What follows belongs to an exercise in optimizing a design on an open flow for small area; a production flow would make more cautious choices. Function was checked by simulation only, so behaviour that the tests miss may differ from the original.

==> run a: inputs <==
## sprite_compositor
module sprite_compositor #(
  parameter int unsigned         NUM_OBJ  = 4,
  parameter int unsigned         COORD_W  = 10,
  parameter int unsigned         COLOR_W  = 24,
  parameter logic [COLOR_W-1:0]  BG_COLOR = '0
) (
  input  logic                         clk_i,
  input  logic                         reset_i,
  input  logic [COORD_W-1:0]           pixel_x_i,
  input  logic [COORD_W-1:0]           pixel_y_i,
  input  logic                         display_enable_i,
  input  logic                         frame_start_i,
  input  logic                         color_mode_i,
  input  logic [NUM_OBJ*COORD_W-1:0]   obj_x_i,
  input  logic [NUM_OBJ*COORD_W-1:0]   obj_y_i,
  input  logic [NUM_OBJ*COORD_W-1:0]   obj_w_i,
  input  logic [NUM_OBJ*COORD_W-1:0]   obj_h_i,
  input  logic [NUM_OBJ-1:0]           obj_circle_i,
  input  logic [NUM_OBJ*COLOR_W-1:0]   obj_color_i,
  input  logic [NUM_OBJ-1:0]           obj_en_i,
  output logic [COLOR_W-1:0]           rgb_o,
  output logic                         rgb_valid_o,
  output logic [NUM_OBJ-1:0]           hit_o,
  output logic [NUM_OBJ-1:0]           overlap_flags_o
);
Settings: LEC_CHECK=0, CAP_MARGIN=20, CORE_MARGIN=2, CORE_UTILIZATION=40, SLEW_MARGIN=20; clock period 9.0 ns.
run.sh (not shown) runs the stock make flow with config.mk's settings and CLKGATE_MAP_FILE= SYNTH_SCRIPT=/design/flow/synth_recipe.tcl, a recipe that flattens the netlist after the stock synthesis.
==> inputs of run b, as changes to run a <==
==> flow/design.v (replaced) <==
module sprite_compositor #(
  parameter int unsigned         NUM_OBJ  = 4,
  parameter int unsigned         COORD_W  = 10,
  parameter int unsigned         COLOR_W  = 24,
  parameter logic [COLOR_W-1:0]  BG_COLOR = '0
) (
  input  logic                         clk_i,
  input  logic                         reset_i,
  input  logic [COORD_W-1:0]           pixel_x_i,
  input  logic [COORD_W-1:0]           pixel_y_i,
  input  logic                         display_enable_i,
  input  logic                         frame_start_i,
  input  logic                         color_mode_i,
  input  logic [NUM_OBJ*COORD_W-1:0]   obj_x_i,
  input  logic [NUM_OBJ*COORD_W-1:0]   obj_y_i,
  input  logic [NUM_OBJ*COORD_W-1:0]   obj_w_i,
  input  logic [NUM_OBJ*COORD_W-1:0]   obj_h_i,
  input  logic [NUM_OBJ-1:0]           obj_circle_i,
  input  logic [NUM_OBJ*COLOR_W-1:0]   obj_color_i,
  input  logic [NUM_OBJ-1:0]           obj_en_i,
  output logic [COLOR_W-1:0]           rgb_o,
  output logic                         rgb_valid_o,
  output logic [NUM_OBJ-1:0]           hit_o,
  output logic [NUM_OBJ-1:0]           overlap_flags_o
);
  localparam int unsigned RW = COORD_W - 1;    
  logic [NUM_OBJ*COORD_W-1:0] sh_x_q, sh_y_q, sh_w_q, sh_h_q;
  logic [NUM_OBJ-1:0]         sh_circle_q, sh_en_q;
  logic [NUM_OBJ*COLOR_W-1:0] sh_color_q;
  always_ff @(posedge clk_i or posedge reset_i) begin
    if (reset_i)             sh_en_q <= '0;
    else if (frame_start_i)  sh_en_q <= obj_en_i;
  end
  always_ff @(posedge clk_i) begin
    if (frame_start_i) begin
      sh_x_q      <= obj_x_i;
      sh_y_q      <= obj_y_i;
      sh_w_q      <= obj_w_i;
      sh_h_q      <= obj_h_i;
      sh_circle_q <= obj_circle_i;
      sh_color_q  <= obj_color_i;
    end
  end
  logic [NUM_OBJ-1:0] hit_d;
  always_comb begin
    for (int unsigned i = 0; i < NUM_OBJ; i++) begin
      logic [COORD_W:0]   ux, uy;       
      logic [COORD_W-1:0] w, h;
      logic [RW-1:0]      r;
      logic [COORD_W:0]   tx, ty;       
      logic [COORD_W-1:0] ax, ay;       
      logic [2*RW:0]      dsq;
      logic [2*RW-1:0]    rsq;
      logic               in_box, rect, circ;
      ux = {1'b0, pixel_x_i} - {1'b0, sh_x_q[i*COORD_W +: COORD_W]};
      uy = {1'b0, pixel_y_i} - {1'b0, sh_y_q[i*COORD_W +: COORD_W]};
      w  = sh_w_q[i*COORD_W +: COORD_W];
      h  = sh_h_q[i*COORD_W +: COORD_W];
      r  = w[COORD_W-1:1];
      in_box = !ux[COORD_W] && !uy[COORD_W];
      rect   = (ux[COORD_W-1:0] < w) && (uy[COORD_W-1:0] < h);
      tx = {1'b0, ux[COORD_W-1:0]} - {2'b0, r};
      ty = {1'b0, uy[COORD_W-1:0]} - {2'b0, r};
      ax = tx[COORD_W] ? COORD_W'(-tx) : tx[COORD_W-1:0];
      ay = ty[COORD_W] ? COORD_W'(-ty) : ty[COORD_W-1:0];
      dsq = (2*RW+1)'(ax[RW-1:0] * ax[RW-1:0]) + (2*RW+1)'(ay[RW-1:0] * ay[RW-1:0]);
      rsq = r * r;
      circ = !ax[RW] && !ay[RW] && (dsq <= (2*RW+1)'(rsq));
      hit_d[i] = sh_en_q[i] && in_box && (sh_circle_q[i] ? circ : rect);
    end
  end
  logic [COLOR_W-1:0] rgb_d;
  always_comb begin
    if (color_mode_i) begin
      rgb_d = BG_COLOR;
      for (int i = NUM_OBJ - 1; i >= 0; i--)
        if (hit_d[i]) rgb_d = sh_color_q[i*COLOR_W +: COLOR_W];
    end else begin
      rgb_d = (|hit_d) ? '0 : '1;
    end
  end
  logic               v1_q, v2_q;
  logic [COLOR_W-1:0] rgb1_q, rgb2_q;
  logic [NUM_OBJ-1:0] hit1_q, hit2_q;
  always_ff @(posedge clk_i or posedge reset_i) begin
    if (reset_i) begin
      v1_q <= 1'b0;
      v2_q <= 1'b0;
    end else begin
      v1_q <= display_enable_i;
      v2_q <= v1_q;
    end
  end
  always_ff @(posedge clk_i) begin
    rgb1_q <= rgb_d;
    hit1_q <= hit_d;
    rgb2_q <= rgb1_q;
    hit2_q <= hit1_q;
  end
  logic [COLOR_W-1:0] rgb_q;
  logic [NUM_OBJ-1:0] hit_q;
  logic               valid_q;
  always_ff @(posedge clk_i or posedge reset_i) begin
    if (reset_i) begin
      rgb_q   <= '0;
      valid_q <= 1'b0;
      hit_q   <= '0;
    end else begin
      rgb_q   <= v2_q ? rgb2_q : '0;
      valid_q <= v2_q;
      hit_q   <= v2_q ? hit2_q : '0;
    end
  end
  logic [NUM_OBJ-1:0] upd_d, acc_q, ovl_q;
  always_comb begin
    for (int unsigned i = 0; i < NUM_OBJ; i++)
      upd_d[i] = hit_q[i] && |(hit_q & ~(NUM_OBJ'(1) << i));
  end
  always_ff @(posedge clk_i or posedge reset_i) begin
    if (reset_i) begin
      acc_q <= '0;
      ovl_q <= '0;
    end else if (frame_start_i) begin
      ovl_q <= acc_q | upd_d;
      acc_q <= '0;
    end else begin
      acc_q <= acc_q | upd_d;
    end
  end
  assign rgb_o           = rgb_q;
  assign rgb_valid_o     = valid_q;
  assign hit_o           = hit_q;
  assign overlap_flags_o = ovl_q;
endmodule
==> flow_summary_export.csv <==
group,metric,value,unit
sta,finalWorstSetupSlack,-3.33,ns
sta,min_period,12.33,ns
worst_hold_path,min_to,"rgb2_q[1]",
outcome,outcome,"failed layout checks",
yosys,async_flop_share,12.0,%
outcome,so_faults,"negative setup slack",
yosys,synth_edf_count,260,
sta,finalSetupViolCount,28,
the above is filed under run b

==> flow_summary_export.csv <==
group,metric,value,unit
sta,finalSetupViolCount,0,
yosys,synth_top_area_share,22.8,%
yosys,async_flop_share,100,%
clock_tree,clk_root_buffer_cell,"clkbuf_16",
clock_tree,cts_sinks,665,
critical_path,path_common_cell,"fa_1",
yosys,synth_edf_count,0,
yosys,synthXorXnorAreaFrac,4.31,%
outcome,outcome,"timing/DRC/antenna clean",
sta,finalWorstSetupSlack,0.933,ns
drt,drc,0,
sta,finalCritPeriodShare,89.6,%
critical_path,max_stage_delay,0.63,ns
the above is filed under run a


========
==> build 23: inputs <==
sprite_compositor, a different RTL version from the one above (not shown whole).
Settings: LEC_CHECK=0, CAP_MARGIN=20, CORE_MARGIN=2, CORE_UTILIZATION=65, GPL_TIMING_DRIVEN=0, PLACE_DENSITY=0.75, SETUP_SLACK_MARGIN=0.1, SLEW_MARGIN=20, SYNTH_HIERARCHICAL=1, SYNTH_MINIMUM_KEEP_SIZE=0; clock period 9.0 ns.
standard.sh (not shown) runs the stock make flow with config.mk's settings and CLKGATE_MAP_FILE= SYNTH_SCRIPT=/design/flow/synth_recipe.tcl, a recipe that flattens the netlist after the stock synthesis.
==> flow/flow/run.sh <==
#!/bin/bash
# The standard layout, with plain buf_1 cells as the port buffers
# (instead of the default choice, clkdlybuf4s50_1).
set -euo pipefail
export BUFFER_PORTS_ARGS="-buffer_cell sky130_fd_sc_hd__buf_1"
bash standard.sh > standard.log 2>&1
==> trial 59 (differences from build 23) <==
Settings changed: CTS_CLUSTER_DIAMETER set to 100, CTS_CLUSTER_SIZE set to 24.
==> build 28 (differences from build 23) <==
Settings changed: CORE_UTILIZATION 65 to 75, CTS_CLUSTER_DIAMETER set to 100, CTS_CLUSTER_SIZE set to 24, PLACE_DENSITY 0.75 to 0.82.
==> build 39 (differences from build 23) <==
Settings changed: CTS_CLUSTER_DIAMETER set to 80, CTS_CLUSTER_SIZE set to 30.
==> comparison table <==
                                                                                   build 23                 build 39                 build 28                 trial 59
Destination of the worst register-to-register timing path                        rgb1_q[12]               rgb1_q[15]               rgb1_q[21]               rgb1_q[15]
Dpl cells                                                                             3,932                    3,932                    3,842                    3,932
Clock buffer count in the final layout                                                   48                       28                       31                       30
Register clock-pin slew on the reported worst setup and hold paths                  0.06 ns                  0.11 ns                  0.10 ns                  0.10 ns
Area of the core region                                                         0.0511 mm^2              0.0511 mm^2              0.0441 mm^2              0.0511 mm^2
Final setup slack of the worst path                                                0.333 ns                 0.332 ns                 0.186 ns                 0.313 ns
Fill count                                                                            3,564                    3,685                    2,433                    3,685
Clock latency of the later-clocked register in the worst-skew pair                  0.60 ns                  0.62 ns                  0.60 ns                  0.60 ns
Critical Path Source                                                           pixel_x_i[4]             pixel_x_i[1]             pixel_x_i[5]             pixel_x_i[8]
Status                                                              complete, no violations  complete, no violations  complete, no violations  complete, no violations
Wire length of the first global-routing pass                                     139,000 um               137,000 um               147,000 um               136,000 um
Fraction of area in registers                                                         26.8%                    27.3%                    27.3%                    27.3%
Final #Nets                                                                           4,374                    4,355                    4,357                    4,355
Signal buffers share of area                                                          4.72%                    4.82%                    4.83%                    4.86%
Sum of met2 wire segment lengths after detailed routing                           44,400 um                43,200 um                47,000 um                43,100 um
Worst hold slack                                                                   0.325 ns                 0.329 ns                 0.326 ns                 0.326 ns
Tap cell count                                                                          680                      680                      592                      680
Setup slack of the worst register-to-register path                                  0.68 ns                  0.70 ns                  0.58 ns                  0.72 ns
Core Util, Final                                                                      73.8%                    72.3%                    83.9%                    72.3%
Vias in the first global route                                                       25,800                   25,400                   26,900                   25,500

-- static timing again, ports no longer ideal --
In the flow no input, the clock included, has a driving cell. The finished layouts below were timed again as built, in two steps. Step 1 (the two cells are an assumption about what drives the block):
set clk [get_ports {clk_i}]
set_driving_cell -lib_cell sky130_fd_sc_hd__clkbuf_16 $clk
set_driving_cell -lib_cell sky130_fd_sc_hd__buf_2 [delete_from_list [all_inputs] $clk]
Step 2 also shifts input and output timing later by t, the mid clock arrival at the registers, as if the neighbouring blocks saw the same clock. Three values: no drivers, after step 1, after step 2; two values: the first two.
| run | shift t [ns] | setup slack, ns | hold WS [ns] | worst data-port slew with drivers (ns) |
|---|---|---|---|---|
| run a | 0.783 | 0.933 / 0.933 / 0.933 | 0.332 / 0.332 / 0.332 | 0.14 |
| run b | 0.685 | -3.334 / -3.315 / -4.000 | 0.288 / 0.288 / 0.288 | 0.16 |
| build 23 | 0.653 | 0.333 / 0.374 / -0.279 | 0.325 / 0.325 / 0.325 | 0.12 |
| trial 59 | 0.635 | 0.313 / 0.351 / -0.284 | 0.326 / 0.326 / 0.326 | 0.12 |
| build 28 | 0.645 | 0.186 / 0.223 / -0.422 | 0.326 / 0.326 / 0.326 | 0.18 |
| build 39 | 0.637 | 0.332 / 0.369 / -0.268 | 0.329 / 0.329 / 0.329 | 0.12 |
Met with ideal ports but missed after step 2: setup timing in build 23, trial 59, build 28 and build 39. For run b, which loses most, drivers alone change the setup slack by +0.019 ns; drivers and shift together by -0.666 ns.
